From an optimization exercise on the open Yosys and OpenROAD flow, aimed at small area; shortcuts taken in it are not production practice.
Function was checked by simulation only, so behaviour that the tests miss may differ from the original.
No activity file was given, so power comes from the tool's default toggle rates.

== red ==
Design eth_udp_bridge, start of the top module:
module eth_udp_bridge (
  input  wire         clk,
  input  wire         rst,
  input  wire         i_csr_wr,
  input  wire         i_csr_rd,
  input  wire [4:0]   i_csr_addr,
  input  wire [31:0]  i_csr_wdata,
  output logic [31:0] o_csr_rdata,
  output logic        o_csr_rvalid,
  input  wire [7:0]   i_rx_tdata,
  input  wire         i_rx_tvalid,
  input  wire         i_rx_tlast,
  output logic        o_rx_tready,
  input  wire         i_rx_hdr_valid,
  input  wire [47:0]  i_rx_mac,
  input  wire [31:0]  i_rx_ip,
  input  wire [15:0]  i_rx_src_port,
  input  wire [15:0]  i_rx_dst_port,
  input  wire [15:0]  i_rx_len,
  output logic        o_tx_hdr_valid,
  input  wire         i_tx_hdr_ready,
  output logic [47:0] o_tx_mac,
  output logic [31:0] o_tx_ip,
  output logic [31:0] o_tx_src_ip,
  output logic [15:0] o_tx_src_port,
  output logic [15:0] o_tx_dst_port,
  output logic [15:0] o_tx_len,
  output logic [7:0]  o_tx_tdata,
  output logic        o_tx_tvalid,
  output logic        o_tx_tlast,
  input  wire         i_tx_tready,
  output logic [47:0] o_local_mac,
  output logic [31:0] o_local_ip,
  output logic [31:0] o_gateway_ip,
  output logic [31:0] o_subnet_mask,
  output logic        o_pkt_recv,
  output logic        o_pkt_sent
);
  logic [31:0] ad;        
  always_comb begin
    for (int k = 0; k < 32; k++) ad[k] = (i_csr_addr == 5'(k));
  end
  logic cmd_wr, send_req, clr_irq, clr_rxf, clr_txf;
  assign cmd_wr   = i_csr_wr && ad[13];
  assign send_req = cmd_wr && i_csr_wdata[0];
  assign clr_irq  = cmd_wr && i_csr_wdata[1];
  assign clr_rxf  = cmd_wr && i_csr_wdata[2];
  ...
Size in the first run: roughly 1,300 cells after synthesis, roughly 690 flip-flops, about 530 I/O pins, roughly 25,000 sq um of cells after synthesis.
==> module eth_udp_bridge, before the edit <==
module eth_udp_bridge (
  input  wire         clk,
  input  wire         rst,
  input  wire         i_csr_wr,
  input  wire         i_csr_rd,
  input  wire [4:0]   i_csr_addr,
  input  wire [31:0]  i_csr_wdata,
  output logic [31:0] o_csr_rdata,
  output logic        o_csr_rvalid,
  input  wire [7:0]   i_rx_tdata,
  input  wire         i_rx_tvalid,
  input  wire         i_rx_tlast,
  output logic        o_rx_tready,
  input  wire         i_rx_hdr_valid,
  input  wire [47:0]  i_rx_mac,
  input  wire [31:0]  i_rx_ip,
  input  wire [15:0]  i_rx_src_port,
  input  wire [15:0]  i_rx_dst_port,
  input  wire [15:0]  i_rx_len,
  output logic        o_tx_hdr_valid,
  input  wire         i_tx_hdr_ready,
  output logic [47:0] o_tx_mac,
  output logic [31:0] o_tx_ip,
  output logic [31:0] o_tx_src_ip,
  output logic [15:0] o_tx_src_port,
  output logic [15:0] o_tx_dst_port,
  output logic [15:0] o_tx_len,
  output logic [7:0]  o_tx_tdata,
  output logic        o_tx_tvalid,
  output logic        o_tx_tlast,
  input  wire         i_tx_tready,
  output logic [47:0] o_local_mac,
  output logic [31:0] o_local_ip,
  output logic [31:0] o_gateway_ip,
  output logic [31:0] o_subnet_mask,
  output logic        o_pkt_recv,
  output logic        o_pkt_sent
);
  logic [31:0] ad;        
  always_comb begin
    for (int k = 0; k < 32; k++) ad[k] = (i_csr_addr == 5'(k));
  end
  logic cmd_wr, send_req, clr_irq, clr_rxf, clr_txf;
  assign cmd_wr   = i_csr_wr && ad[13];
  assign send_req = cmd_wr && i_csr_wdata[0];
  assign clr_irq  = cmd_wr && i_csr_wdata[1];
  assign clr_rxf  = cmd_wr && i_csr_wdata[2];
  assign clr_txf  = cmd_wr && i_csr_wdata[3];
  logic [31:0] wd;
  assign wd = i_csr_wdata & {32{~rst}};
  logic [15:0] send_src_port, send_dst_port, send_len;
  logic [31:0] send_ip;
  always_ff @(posedge clk) if (rst || (i_csr_wr && ad[0])) o_local_mac[31:0]  <= wd;
  always_ff @(posedge clk) if (rst || (i_csr_wr && ad[1])) o_local_mac[47:32] <= wd[15:0];
  always_ff @(posedge clk) if (rst || (i_csr_wr && ad[2])) o_local_ip         <= wd;
  always_ff @(posedge clk) if (rst || (i_csr_wr && ad[3])) o_gateway_ip       <= wd;
  always_ff @(posedge clk) if (rst || (i_csr_wr && ad[4])) o_subnet_mask      <= wd;
  always_ff @(posedge clk) if (rst || (i_csr_wr && ad[5])) send_ip            <= wd;
  always_ff @(posedge clk) if (rst || (i_csr_wr && ad[6])) {send_src_port, send_dst_port} <= wd;
  always_ff @(posedge clk) if (rst || (i_csr_wr && ad[7])) send_len           <= wd[15:0];
  assign o_tx_mac      = o_local_mac;
  assign o_tx_src_ip   = o_local_ip;
  assign o_tx_ip       = send_ip;
  assign o_tx_src_port = send_src_port;
  assign o_tx_dst_port = send_dst_port;
  assign o_tx_len      = send_len;
  logic [47:0] recv_mac;
  logic [31:0] recv_ip;
  logic [15:0] recv_src_port, recv_dst_port, recv_len;
  logic        recv_vld;
  always_ff @(posedge clk) begin
    if (i_rx_hdr_valid) begin
      recv_mac      <= i_rx_mac;
      recv_ip       <= i_rx_ip;
      recv_src_port <= i_rx_src_port;
      recv_dst_port <= i_rx_dst_port;
      recv_len      <= i_rx_len;
    end
  end
  always_ff @(posedge clk) begin
    if (rst)                 recv_vld <= 1'b0;
    else if (i_rx_hdr_valid) recv_vld <= 1'b1;
  end
  logic       rx_pop_req;
  logic [8:0] rx_head;
  logic       rx_valid, rx_done;
  logic [4:0] rx_level, tx_level;
  logic       tx_done;
  assign rx_pop_req = i_csr_rd && ad[16];
  pkt_fifo rx_fifo_i (
    .clk         (clk),
    .rst         (rst),
    .i_wr_tdata  (i_rx_tdata),
    .i_wr_tvalid (i_rx_tvalid),
    .i_wr_tlast  (i_rx_tlast),
    .o_wr_tready (o_rx_tready),
    .o_rd_tdata  (rx_head[7:0]),
    .o_rd_tvalid (rx_valid),
    .o_rd_tlast  (rx_head[8]),
    .i_rd_tready (rx_pop_req),
    .i_clear     (clr_rxf),
    .o_level     (rx_level),
    .o_done      (rx_done)
  );
  pkt_fifo tx_fifo_i (
    .clk         (clk),
    .rst         (rst),
    .i_wr_tdata  (i_csr_wdata[7:0]),
    .i_wr_tvalid (i_csr_wr && ad[15]),
    .i_wr_tlast  (i_csr_wdata[8]),
    .o_wr_tready (),
    .o_rd_tdata  (o_tx_tdata),
    .o_rd_tvalid (o_tx_tvalid),
    .o_rd_tlast  (o_tx_tlast),
    .i_rd_tready (i_tx_tready),
    .i_clear     (clr_txf),
    .o_level     (tx_level),
    .o_done      (tx_done)
  );
  always_ff @(posedge clk) begin
    if (rst)                 o_tx_hdr_valid <= 1'b0;
    else if (o_tx_hdr_valid) o_tx_hdr_valid <= ~i_tx_hdr_ready;
    else                     o_tx_hdr_valid <= send_req;
  end
  always_ff @(posedge clk) begin
    if (rst || clr_irq) begin
      o_pkt_recv <= 1'b0;
      o_pkt_sent <= 1'b0;
    end else begin
      o_pkt_recv <= o_pkt_recv || rx_done;
      o_pkt_sent <= o_pkt_sent || tx_done;
    end
  end
  logic [31:0] status;
  always_comb begin
    status = '0;
    status[0]     = o_pkt_recv;
    status[1]     = o_pkt_sent;
    status[2]     = ~rx_valid;
    status[3]     = rx_level[4];
    status[4]     = ~o_tx_tvalid;
    status[5]     = tx_level[4];
    status[12:8]  = rx_level;
    status[20:16] = tx_level;
  end
  logic [31:0] rdata_next;
  always_comb begin
    rdata_next = ({32{ad[0]}} & o_local_mac[31:0])
               | ({32{ad[1]}} & {16'h0, o_local_mac[47:32]})
               | ({32{ad[2]}} & o_local_ip)
               | ({32{ad[3]}} & o_gateway_ip)
               | ({32{ad[4]}} & o_subnet_mask)
               | ({32{ad[5]}} & send_ip)
               | ({32{ad[6]}} & {send_src_port, send_dst_port})
               | ({32{ad[7]}} & {16'h0, send_len})
               | ({32{ad[8]  && recv_vld}} & recv_ip)
               | ({32{ad[9]  && recv_vld}} & {recv_src_port, recv_dst_port})
               | ({32{ad[10] && recv_vld}} & {16'h0, recv_len})
               | ({32{ad[11] && recv_vld}} & recv_mac[31:0])
               | ({32{ad[12] && recv_vld}} & {16'h0, recv_mac[47:32]})
               | ({32{ad[14]}} & status)
               | ({32{ad[16] && rx_valid}} & {22'h0, 1'b1, rx_head});
  end
  always_ff @(posedge clk) begin
    if (rst) o_csr_rvalid <= 1'b0;
    else     o_csr_rvalid <= i_csr_rd;
  end
  always_ff @(posedge clk) o_csr_rdata <= rdata_next;
endmodule
export LEC_CHECK = 0
export CAP_MARGIN = 20
export CORE_MARGIN = 2
export CORE_UTILIZATION = 40
export SLEW_MARGIN = 20
create_clock -name core_clock -period 5.0 [get_ports {clk}]
standard.sh (not shown) runs the stock make flow with config.mk's settings and CLKGATE_MAP_FILE= SYNTH_SCRIPT=/design/flow/synth_recipe.tcl, a recipe that flattens the netlist after the stock synthesis.
==> flow/flow/run.sh <==
#!/bin/bash
set -euo pipefail
here=$(pwd)
export AREA_ABC_SCRIPT="$here/flow/area.abc"
export FLOW_SYNTH_TCL="$here/synth_recipe.tcl"
export BUFFER_PORTS_ARGS="-buffer_cell sky130_fd_sc_hd__buf_1"
export CTS_ARGS="-sink_clustering_enable -repair_clock_nets -dont_use_dummy_load -buf_list sky130_fd_sc_hd__clkbuf_16 -sink_clustering_size 25 -sink_clustering_max_diameter 100"
grep -q "SYNTH_SCRIPT=[^ ]*synth_recipe.tcl" standard.sh
sed -e "s#SYNTH_SCRIPT=[^ ]*synth_recipe.tcl#SYNTH_SCRIPT=$here/flow/synth.tcl#" standard.sh > area_standard.sh
bash area_standard.sh > standard.log 2>&1
==> flow/flow/area.abc <==
&get -n
&st
&dch -f
&nf -R 1000
&st
&dch -f
&nf -R 1000
&put
==> flow/flow/synth.tcl <==
# Synthesis: the standard flow's own script (synth_recipe.tcl in the work folder, run
# unchanged), except that the combinational mapping step (ORFS's abc call)
# runs flow/area.abc, an area-oriented ABC script, in place of ORFS's
# delay-oriented one. Flip-flops are mapped before abc runs, so the
# registers, their names and their cells are the standard synthesis's.
proc abc {args} {
  set i [lsearch -exact $args -script]
  if { $i >= 0 } { lset args [expr {$i + 1}] $::env(AREA_ABC_SCRIPT) }
  puts "abc script: [lindex $args [expr {$i + 1}]]"
  yosys abc {*}$args
}
source $::env(FLOW_SYNTH_TCL)
Changes in blue relative to red:
--- a/flow/design.v
+++ b/flow/design.v
@@ -99,44 +99,48 @@
   assign cmd_wr   = i_csr_wr && ad[13];
   assign send_req = cmd_wr && i_csr_wdata[0];
   assign clr_irq  = cmd_wr && i_csr_wdata[1];
   assign clr_rxf  = cmd_wr && i_csr_wdata[2];
   assign clr_txf  = cmd_wr && i_csr_wdata[3];
-  logic [31:0] wd;
-  assign wd = i_csr_wdata & {32{~rst}};
   logic [15:0] send_src_port, send_dst_port, send_len;
   logic [31:0] send_ip;
-  always_ff @(posedge clk) if (rst || (i_csr_wr && ad[0])) o_local_mac[31:0]  <= wd;
-  always_ff @(posedge clk) if (rst || (i_csr_wr && ad[1])) o_local_mac[47:32] <= wd[15:0];
-  always_ff @(posedge clk) if (rst || (i_csr_wr && ad[2])) o_local_ip         <= wd;
-  always_ff @(posedge clk) if (rst || (i_csr_wr && ad[3])) o_gateway_ip       <= wd;
-  always_ff @(posedge clk) if (rst || (i_csr_wr && ad[4])) o_subnet_mask      <= wd;
-  always_ff @(posedge clk) if (rst || (i_csr_wr && ad[5])) send_ip            <= wd;
-  always_ff @(posedge clk) if (rst || (i_csr_wr && ad[6])) {send_src_port, send_dst_port} <= wd;
-  always_ff @(posedge clk) if (rst || (i_csr_wr && ad[7])) send_len           <= wd[15:0];
+  logic [7:0] ld, hd;    
+  always_comb begin
+    for (int k = 0; k < 8; k++) begin
+      ld[k] = ~rst &  (i_csr_wr && ad[k]);
+      hd[k] = ~rst & ~(i_csr_wr && ad[k]);
+    end
+  end
+  always_ff @(posedge clk) begin
+    o_local_mac[31:0]  <= (o_local_mac[31:0]  & {32{hd[0]}}) | (i_csr_wdata        & {32{ld[0]}});
+    o_local_mac[47:32] <= (o_local_mac[47:32] & {16{hd[1]}}) | (i_csr_wdata[15:0]  & {16{ld[1]}});
+    o_local_ip         <= (o_local_ip         & {32{hd[2]}}) | (i_csr_wdata        & {32{ld[2]}});
+    o_gateway_ip       <= (o_gateway_ip       & {32{hd[3]}}) | (i_csr_wdata        & {32{ld[3]}});
+    o_subnet_mask      <= (o_subnet_mask      & {32{hd[4]}}) | (i_csr_wdata        & {32{ld[4]}});
+    send_ip            <= (send_ip            & {32{hd[5]}}) | (i_csr_wdata        & {32{ld[5]}});
+    {send_src_port, send_dst_port}
+                       <= ({send_src_port, send_dst_port} & {32{hd[6]}}) | (i_csr_wdata & {32{ld[6]}});
+    send_len           <= (send_len           & {16{hd[7]}}) | (i_csr_wdata[15:0]  & {16{ld[7]}});
+  end
   assign o_tx_mac      = o_local_mac;
   assign o_tx_src_ip   = o_local_ip;
   assign o_tx_ip       = send_ip;
   assign o_tx_src_port = send_src_port;
   assign o_tx_dst_port = send_dst_port;
   assign o_tx_len      = send_len;
   logic [47:0] recv_mac;
   logic [31:0] recv_ip;
   logic [15:0] recv_src_port, recv_dst_port, recv_len;
-  logic        recv_vld;
-  always_ff @(posedge clk) begin
-    if (i_rx_hdr_valid) begin
-      recv_mac      <= i_rx_mac;
-      recv_ip       <= i_rx_ip;
-      recv_src_port <= i_rx_src_port;
-      recv_dst_port <= i_rx_dst_port;
-      recv_len      <= i_rx_len;
-    end
-  end
-  always_ff @(posedge clk) begin
-    if (rst)                 recv_vld <= 1'b0;
-    else if (i_rx_hdr_valid) recv_vld <= 1'b1;
+  logic hv, hh;    
+  assign hv = ~rst &  i_rx_hdr_valid;
+  assign hh = ~rst & ~i_rx_hdr_valid;
+  always_ff @(posedge clk) begin
+    recv_mac      <= (recv_mac      & {48{hh}}) | (i_rx_mac      & {48{hv}});
+    recv_ip       <= (recv_ip       & {32{hh}}) | (i_rx_ip       & {32{hv}});
+    recv_src_port <= (recv_src_port & {16{hh}}) | (i_rx_src_port & {16{hv}});
+    recv_dst_port <= (recv_dst_port & {16{hh}}) | (i_rx_dst_port & {16{hv}});
+    recv_len      <= (recv_len      & {16{hh}}) | (i_rx_len      & {16{hv}});
   end
   logic       rx_pop_req;
   logic [8:0] rx_head;
   logic       rx_valid, rx_done;
   logic [4:0] rx_level, tx_level;
@@ -206,15 +210,15 @@
                | ({32{ad[3]}} & o_gateway_ip)
                | ({32{ad[4]}} & o_subnet_mask)
                | ({32{ad[5]}} & send_ip)
                | ({32{ad[6]}} & {send_src_port, send_dst_port})
                | ({32{ad[7]}} & {16'h0, send_len})
-               | ({32{ad[8]  && recv_vld}} & recv_ip)
-               | ({32{ad[9]  && recv_vld}} & {recv_src_port, recv_dst_port})
-               | ({32{ad[10] && recv_vld}} & {16'h0, recv_len})
-               | ({32{ad[11] && recv_vld}} & recv_mac[31:0])
-               | ({32{ad[12] && recv_vld}} & {16'h0, recv_mac[47:32]})
+               | ({32{ad[8]}} & recv_ip)
+               | ({32{ad[9]}} & {recv_src_port, recv_dst_port})
+               | ({32{ad[10]}} & {16'h0, recv_len})
+               | ({32{ad[11]}} & recv_mac[31:0])
+               | ({32{ad[12]}} & {16'h0, recv_mac[47:32]})
                | ({32{ad[14]}} & status)
                | ({32{ad[16] && rx_valid}} & {22'h0, 1'b1, rx_head});
   end
   always_ff @(posedge clk) begin
     if (rst) o_csr_rvalid <= 1'b0;
Notes after the runs:
- red -> blue: total core area decreased by a few percent
- Sort red and blue by portion of total power attributed to sequential cells, ascending, and blue comes first.
- Diff red -> blue: maximum frequency grew by 2.0%; fraction of met1 tracks used by global routing grew by 4.3 points; cell internal power dissipation shrank by 7.2%.

## static timing again, ports no longer ideal
The flow's constraints put no driver on any port. The routed layouts listed below were extracted and timed again, unchanged, in two steps. Step 1, drivers: a clkbuf_16 drives clk and a buf_2 each remaining input, both assumed. Step 2 adds t to the input delays and takes it off the output delays; t is the mean of the earliest and latest rising clock arrival at the registers after step 1. Input paths then give back, and output paths get back, about the clock's delay inside the block. Slacks: no drivers / after step 1 / after step 2; pairs: no drivers / after step 1.
run	t (ns)	setup WS [ns]	cell pins on the clock port's net
red	0.672	0.847 / 0.782 / 1.227	1
blue	0.626	0.930 / 0.866 / 1.120	1
After both steps setup and hold are still met in every run listed.
